Background: an optimization exercise with open tools, aiming at small area, a short achievable clock period and few clock cycles per item. Do not read the settings as production practice. The RTL was checked by simulation tests, not by an equivalence proof against the original design.

==> inputs of exp/nickel <==
// turbo_dec_top
module turbo_dec_top (
    input  wire logic                      clk_p_i,
    input  wire logic                      reset_n_i,
    input  wire logic                      in_valid_i,
    input  wire turbo_llr_pkg::ch_sample_t sys_i,
    input  wire turbo_llr_pkg::ch_sample_t par1_i,
    input  wire turbo_llr_pkg::ch_sample_t par2_i,
    output logic                           in_ready_o,
    output turbo_llr_pkg::info_bits_t      dec_bits_o,
    output logic                           done_o
);
    logic                      take, s0, newblk;
    logic                      stg_full;
    logic [6:1]                cyc;
    logic                      dec;
    logic                      hard_b, hard_f;
    logic [(5 + 2)-1:0][4-1:0]  stg_sys, stg_par1, stg_par2;
    logic [(5 + 2)-1:0][4-1:0]  sys_blk, par1_blk, par2_blk;
    turbo_input_buffer buffer_i (
        .clk_p_i(clk_p_i), .reset_n_i(reset_n_i), .in_valid_i(in_valid_i),
        .sys_i(sys_i), .par1_i(par1_i), .par2_i(par2_i), .take_i(take),
        .in_ready_o(in_ready_o), .stg_full_o(stg_full),
        .stg_sys_o(stg_sys), .stg_par1_o(stg_par1), .stg_par2_o(stg_par2),
        .sys_o(sys_blk), .par1_o(par1_blk), .par2_o(par2_blk)
    );
    turbo_ctrl ctrl_i (
        .clk_p_i(clk_p_i), .reset_n_i(reset_n_i), .stg_full_i(stg_full),
        .hard_b_i(hard_b), .hard_f_i(hard_f),
        .take_o(take), .s0_o(s0), .newblk_o(newblk), .cyc_o(cyc), .dec_o(dec),
        .dec_bits_o(dec_bits_o), .done_o(done_o)
    );
    siso_maxlog siso_i (
        .clk_p_i(clk_p_i), .s0_i(s0), .newblk_i(newblk), .cyc_i(cyc), .dec_i(dec),
        .stg_sys_i(stg_sys), .stg_par1_i(stg_par1),
        .sys_i(sys_blk), .par1_i(par1_blk), .par2_i(par2_blk),
        .hard_b_o(hard_b), .hard_f_o(hard_f)
    );
endmodule
clock: 20.0 ns
lec_check: 0
abc_area: 1
cap_margin: 20
core_margin: 2
core_utilization: 40
cts_buf_list: sky130_fd_sc_hd__clkbuf_8
slew_margin: 20
standard.sh (not shown) runs the stock make flow with config.mk's settings and CLKGATE_MAP_FILE= SYNTH_SCRIPT=/design/flow/synth_recipe.tcl, a recipe that flattens the netlist after the stock synthesis.
==> flow/flow/run.sh <==
#!/bin/bash
# The standard layout, with the timing repair asked to leave a setup
# margin so that it also works on paths that already meet the clock
set -euo pipefail
export SETUP_SLACK_MARGIN=12.5
export SKIP_GATE_CLONING=1
bash standard.sh > standard.log 2>&1
==> exp/zinc (differences from exp/nickel) <==
--- a/flow/design.v
+++ b/flow/design.v
@@ -160,14 +160,15 @@
 endmodule
 module siso_maxlog (
     input  wire logic                      clk_p_i,
     input  wire logic                      s0_i,       
     input  wire logic                      newblk_i,   
     input  wire logic [6:1]                cyc_i,      
     input  wire logic                      dec_i,      
+    input  wire logic                      first_i,    
     input  wire logic [(5 + 2)-1:0][4-1:0] stg_sys_i,
     input  wire logic [(5 + 2)-1:0][4-1:0] stg_par1_i,
     input  wire logic [(5 + 2)-1:0][4-1:0] sys_i,
     input  wire logic [(5 + 2)-1:0][4-1:0] par1_i,
     input  wire logic [(5 + 2)-1:0][4-1:0] par2_i,
     output logic                           hard_b_o,   
     output logic                           hard_f_o    
@@ -175,24 +176,24 @@
     localparam logic [14:0] PERM = turbo_fsm_pkg::PERM;
     typedef logic signed [13:0] k_t;
     k_t ext_q [5];
     turbo_llr_pkg::llr_t bg_s_q, bg_sp_q, fg_s_q, fg_sp_q;
     logic [4-1:0] bg_p_q, fg_p_q;
     turbo_llr_pkg::llr_t bg_p, fg_p;
     turbo_llr_pkg::llr_t a1_q, a2_q, a3_q;           
-    turbo_llr_pkg::llr_t a1s1_q, a1s2_q;
+    turbo_llr_pkg::llr_t a1s1_q, a1s2_q, a1s3_q;     
     turbo_llr_pkg::llr_t b1_q, b2_q, b3_q;           
     turbo_llr_pkg::llr_t b4s1_q, b4s2_q, b4s3_q;     
     turbo_llr_pkg::llr_t mb0a_q, mb0b_q, mb1a_q, mb1b_q;
     turbo_llr_pkg::llr_t mf0a_q, mf0b_q, mf1a_q, mf1b_q;
     function automatic logic [3:0] sys_of(input int k, input logic d);
         sys_of = d ? sys_i[PERM[3*k +: 3]] : sys_i[k];
     endfunction
-    function automatic k_t k_of(input int k, input logic d);
-        k_of = d ? ext_q[PERM[3*k +: 3]] : ext_q[k];
+    function automatic k_t k_of(input int k, input logic d, input logic f);
+        k_of = f ? k_t'(turbo_llr_pkg::ch2(sys_of(k, d))) : (d ? ext_q[PERM[3*k +: 3]] : ext_q[k]);
     endfunction
     function automatic turbo_llr_pkg::llr_t s_of(input k_t k);
         if (k[13] != k[13-1])
             s_of = k[13] ? turbo_llr_pkg::NEG_INF : ~turbo_llr_pkg::NEG_INF;
         else
             s_of = k[13-1:0];
     endfunction
@@ -203,34 +204,34 @@
     logic [3:0] bg_sys, bg_par, fg_sys, fg_par;
     turbo_llr_pkg::llr_t bg_s, bg_sp, fg_s, fg_sp, stg_s, stg_sp;
     logic newb;
     assign newb = s0_i || newblk_i;
     always_comb begin
         bg_apr = '0; bg_sys = '0; bg_par = '0;
         if (cyc_i[6]) begin
-            bg_apr = k_of(4, ~dec_i); bg_sys = sys_of(4, ~dec_i); bg_par = par_of(4, ~dec_i);
+            bg_apr = k_of(4, ~dec_i, 1'b0); bg_sys = sys_of(4, ~dec_i); bg_par = par_of(4, ~dec_i);
         end else if (cyc_i[1]) begin
-            bg_apr = k_of(3, dec_i); bg_sys = sys_of(3, dec_i); bg_par = par_of(3, dec_i);
+            bg_apr = k_of(3, dec_i, first_i); bg_sys = sys_of(3, dec_i); bg_par = par_of(3, dec_i);
         end else if (cyc_i[2]) begin
-            bg_apr = k_of(2, dec_i); bg_sys = sys_of(2, dec_i); bg_par = par_of(2, dec_i);
+            bg_apr = k_of(2, dec_i, first_i); bg_sys = sys_of(2, dec_i); bg_par = par_of(2, dec_i);
         end else if (cyc_i[3]) begin
-            bg_apr = k_of(1, dec_i); bg_sys = sys_of(1, dec_i); bg_par = par_of(1, dec_i);
+            bg_apr = k_of(1, dec_i, first_i); bg_sys = sys_of(1, dec_i); bg_par = par_of(1, dec_i);
         end else begin
-            bg_apr = k_of(0, dec_i); bg_sys = sys_of(0, dec_i); bg_par = par_of(0, dec_i);
+            bg_apr = k_of(0, dec_i, first_i); bg_sys = sys_of(0, dec_i); bg_par = par_of(0, dec_i);
         end
         if (cyc_i[1]) begin
-            fg_apr = k_of(1, dec_i); fg_sys = sys_of(1, dec_i); fg_par = par_of(1, dec_i);
+            fg_apr = k_of(1, dec_i, first_i); fg_sys = sys_of(1, dec_i); fg_par = par_of(1, dec_i);
         end else if (cyc_i[2]) begin
-            fg_apr = k_of(2, dec_i); fg_sys = sys_of(2, dec_i); fg_par = par_of(2, dec_i);
+            fg_apr = k_of(2, dec_i, first_i); fg_sys = sys_of(2, dec_i); fg_par = par_of(2, dec_i);
         end else if (cyc_i[3]) begin
-            fg_apr = k_of(3, dec_i); fg_sys = sys_of(3, dec_i); fg_par = par_of(3, dec_i);
+            fg_apr = k_of(3, dec_i, first_i); fg_sys = sys_of(3, dec_i); fg_par = par_of(3, dec_i);
         end else begin
-            fg_apr = k_of(4, dec_i); fg_sys = sys_of(4, dec_i); fg_par = par_of(4, dec_i);
+            fg_apr = k_of(4, dec_i, first_i); fg_sys = sys_of(4, dec_i); fg_par = par_of(4, dec_i);
         end
-        g0_apr = k_of(0, dec_i);
+        g0_apr = k_of(0, dec_i, first_i);
         bg_s  = s_of(bg_apr);
         bg_sp = turbo_llr_pkg::llr_sat_add(bg_s, turbo_llr_pkg::ch2(bg_par));
         stg_s  = turbo_llr_pkg::ch2(stg_sys_i[4]);
         stg_sp = stg_s + turbo_llr_pkg::ch2(stg_par1_i[4]);
         fg_s  = s_of(fg_apr);
         fg_sp = turbo_llr_pkg::llr_sat_add(fg_s, turbo_llr_pkg::ch2(fg_par));
     end
@@ -270,15 +271,15 @@
         .y01_o(by01), .y20_o(by20), .y21_o(by21), .y30_o(by30), .y31_o(by31)
     );
     turbo_llr_pkg::llr_t la1, la2, la3, mb0a, mb0b, mb1a, mb1b;
     always_comb begin
         if (cyc_i[3]) begin
             la1 = a1_q; la2 = a2_q; la3 = a3_q;
         end else if (cyc_i[4]) begin
-            la1 = a1s1_q; la2 = a1s2_q; la3 = a1s1_q;
+            la1 = a1s1_q; la2 = a1s2_q; la3 = a1s3_q;
         end else begin
             la1 = turbo_llr_pkg::NEG_INF; la2 = turbo_llr_pkg::NEG_INF; la3 = turbo_llr_pkg::NEG_INF;
         end
     end
     llr_stage1 llrb_i (
         .a1_i(la1), .a2_i(la2), .a3_i(la3), .sp_i(bg_sp_q), .b2_i(bb2),
         .y01_i(by01), .y20_i(by20), .y21_i(by21), .y30_i(by30), .y31_i(by31),
@@ -306,17 +307,17 @@
     );
     int kb, kf;
     k_t apr_b, apr_f, ext_b, ext_f;
     logic [3:0] sys_b, sys_f;
     always_comb begin
         kb = cyc_i[4] ? 2 : (cyc_i[5] ? 1 : 0);
         kf = cyc_i[5] ? 3 : 4;
-        apr_b = k_of(kb, dec_i);
+        apr_b = k_of(kb, dec_i, first_i);
         sys_b = sys_of(kb, dec_i);
-        apr_f = k_of(kf, dec_i);
+        apr_f = k_of(kf, dec_i, first_i);
         sys_f = sys_of(kf, dec_i);
     end
     extrinsic_unit extb_i (
         .m0a_i(mb0a_q), .m0b_i(mb0b_q), .m1a_i(mb1a_q), .m1b_i(mb1b_q),
         .k_i(apr_b), .sys_i(sys_b), .k_o(ext_b), .hard_o(hard_b_o)
     );
     extrinsic_unit extf_i (
@@ -338,15 +339,15 @@
         fg_p_q  <= fg_par;
         if (cyc_i[1]) begin
             a1_q <= g0_a13; a2_q <= g0_sp; a3_q <= g0_a13;
         end else begin
             a1_q <= fn1; a2_q <= fn2; a3_q <= fn3;
         end
         if (cyc_i[2]) begin
-            a1s1_q <= a1_q; a1s2_q <= a2_q;
+            a1s1_q <= a1_q; a1s2_q <= a2_q; a1s3_q <= a3_q;
         end
         if (newb) begin
             {b3_q, b2_q, b1_q} <= b5_stg;
         end else if (cyc_i[6]) begin
             {b3_q, b2_q, b1_q} <= b5_nxt;
         end else begin
             b1_q <= bn1; b2_q <= bn2; b3_q <= bn3;
@@ -363,19 +364,14 @@
             ext_q[dec_i ? PERM[3*1 +: 3] : 3'd1] <= ext_b;
             ext_q[dec_i ? PERM[3*3 +: 3] : 3'd3] <= ext_f;
         end
         if (cyc_i[6]) begin
             ext_q[dec_i ? PERM[3*0 +: 3] : 3'd0] <= ext_b;
             ext_q[dec_i ? PERM[3*4 +: 3] : 3'd4] <= ext_f;
         end
-        if (newb) begin
-            for (int i = 0; i < 5; i++) begin
-                ext_q[i] <= k_t'(turbo_llr_pkg::ch2(stg_sys_i[i]));
-            end
-        end
     end
 endmodule
 `default_nettype wire
 `timescale 1ns/10ps
 `default_nettype none
 module extrinsic_unit (
     input  wire turbo_llr_pkg::llr_t m0a_i,    
@@ -429,14 +425,15 @@
     input  wire logic                      hard_b_i,
     input  wire logic                      hard_f_i,
     output logic                           take_o,     
     output logic                           s0_o,       
     output logic                           newblk_o,   
     output logic [6:1]                     cyc_o,
     output logic                           dec_o,
+    output logic                           first_o,
     output turbo_llr_pkg::info_bits_t      dec_bits_o,
     output logic                           done_o
 );
     localparam logic [14:0] PERM = turbo_fsm_pkg::PERM;
     logic                       run_q;
     logic [4-1:0]   iter_q;
     turbo_llr_pkg::info_bits_t  hard1_q;
@@ -453,34 +450,37 @@
         stop = (hard2_nat == hard1_q) || (iter_q == 4'(10 - 1));
     end
     always_ff @(posedge clk_p_i or negedge reset_n_i) begin
         if (!reset_n_i) begin
             run_q      <= 1'b0;
             cyc_o      <= '0;
             dec_o      <= 1'b0;
+            first_o    <= 1'b0;
             iter_q     <= '0;
             done_o     <= 1'b0;
             dec_bits_o <= '0;
         end else begin
             done_o <= 1'b0;
             if (run_q && cyc_o[6] && dec_o && stop) begin
                 done_o     <= 1'b1;
                 dec_bits_o <= hard2_nat;
             end
             if (take_o) begin
                 run_q   <= 1'b1;
                 cyc_o   <= 6'b000001;
                 dec_o   <= 1'b0;
+                first_o <= 1'b1;
                 iter_q  <= '0;
             end else if (run_q) begin
                 if (!cyc_o[6]) begin
                     cyc_o <= {cyc_o[5:1], 1'b0};
                 end else if (!dec_o) begin
                     cyc_o   <= 6'b000001;
                     dec_o   <= 1'b1;
+                    first_o <= 1'b0;
                 end else if (stop) begin
                     run_q      <= 1'b0;
                     cyc_o      <= '0;
                 end else begin
                     cyc_o  <= 6'b000001;
                     dec_o  <= 1'b0;
                     iter_q <= iter_q + 1'b1;
@@ -516,31 +516,32 @@
     output turbo_llr_pkg::info_bits_t      dec_bits_o,
     output logic                           done_o
 );
     logic                      take, s0, newblk;
     logic                      stg_full;
     logic [6:1]                cyc;
     logic                      dec;
+    logic                      first;
     logic                      hard_b, hard_f;
     logic [(5 + 2)-1:0][4-1:0]  stg_sys, stg_par1, stg_par2;
     logic [(5 + 2)-1:0][4-1:0]  sys_blk, par1_blk, par2_blk;
     turbo_input_buffer buffer_i (
         .clk_p_i(clk_p_i), .reset_n_i(reset_n_i), .in_valid_i(in_valid_i),
         .sys_i(sys_i), .par1_i(par1_i), .par2_i(par2_i), .take_i(take),
         .in_ready_o(in_ready_o), .stg_full_o(stg_full),
         .stg_sys_o(stg_sys), .stg_par1_o(stg_par1), .stg_par2_o(stg_par2),
         .sys_o(sys_blk), .par1_o(par1_blk), .par2_o(par2_blk)
     );
     turbo_ctrl ctrl_i (
         .clk_p_i(clk_p_i), .reset_n_i(reset_n_i), .stg_full_i(stg_full),
         .hard_b_i(hard_b), .hard_f_i(hard_f),
-        .take_o(take), .s0_o(s0), .newblk_o(newblk), .cyc_o(cyc), .dec_o(dec),
+        .take_o(take), .s0_o(s0), .newblk_o(newblk), .cyc_o(cyc), .dec_o(dec), .first_o(first),
         .dec_bits_o(dec_bits_o), .done_o(done_o)
     );
     siso_maxlog siso_i (
-        .clk_p_i(clk_p_i), .s0_i(s0), .newblk_i(newblk), .cyc_i(cyc), .dec_i(dec),
+        .clk_p_i(clk_p_i), .s0_i(s0), .newblk_i(newblk), .cyc_i(cyc), .dec_i(dec), .first_i(first),
         .stg_sys_i(stg_sys), .stg_par1_i(stg_par1),
         .sys_i(sys_blk), .par1_i(par1_blk), .par2_i(par2_blk),
         .hard_b_o(hard_b), .hard_f_o(hard_f)
     );
 endmodule
 `default_nettype wire
==> flow/flow/run.sh (replaced) <==
#!/bin/bash
# The standard layout, with the timing repair asked to leave a setup
# margin so that it also works on paths that already meet the clock
set -euo pipefail
export SETUP_SLACK_MARGIN=13
export SKIP_GATE_CLONING=1
bash standard.sh > standard.log 2>&1
==> qor summary <==
item                                                         exp/zinc        exp/nickel
Reg2Reg Capture Point                                siso_i.mf0b_q[1]  siso_i.b4s2_q[1]
Run status                           no timing/DRC/antenna violations  no timing/DRC/antenna violations
Buffers, non-clock                                                354               232
Post-layout nets                                                10100              9661
Routed wirelength normalized by instance count                22.3 um           21.7 um
Vias                                                            63500             60100
Gr usage total                                                  0.304             0.293
Placed cell count                                               10800             10500
Met2 Usage GRT                                                  0.485             0.449
Crit-path max cell delay                                      0.47 ns           0.57 ns
Post-detailed-route via-to-cell ratio                            5.61              5.56
Fraction of standard cell area that is sequential               0.205             0.217
Buffer and inverter count on the worst path                         8                 7
Data required time at the worst endpoint                     20.68 ns          20.59 ns
Count of unique library cells instantiated by Yosys                72                63
Testbench counts of exp/nickel, summed over its fixed seeds: cycles 48,036, items 1,920.
Testbench counts of exp/zinc, summed over its fixed seeds: cycles 48,036, items 1,920.

[separate check: timing with driven ports]
No port has a modelled driver above. Below, the same layouts with a new extraction and two added sets of constraints.
Step 1: set_driving_cell puts a clkbuf_16 on clk_p_i and a buf_2 on each other input, an assumption about the parent block.
Step 2 times the ports against the registers' clock, not the clock port: input delays grow and output delays shrink by t, the midpoint of the rising clock arrivals with the driver on.
Three values: ideal ports, drivers, drivers and shift; two values: the first two.
run	t, ns	setup WS [ns]	hold slack, ns
exp/nickel	0.930	12.764 / 12.764 / 12.764	0.414 / 0.414 / 0.414
exp/zinc	0.951	13.025 / 13.025 / 13.025	0.429 / 0.429 / 0.429
After both steps setup and hold are still met in every run listed.
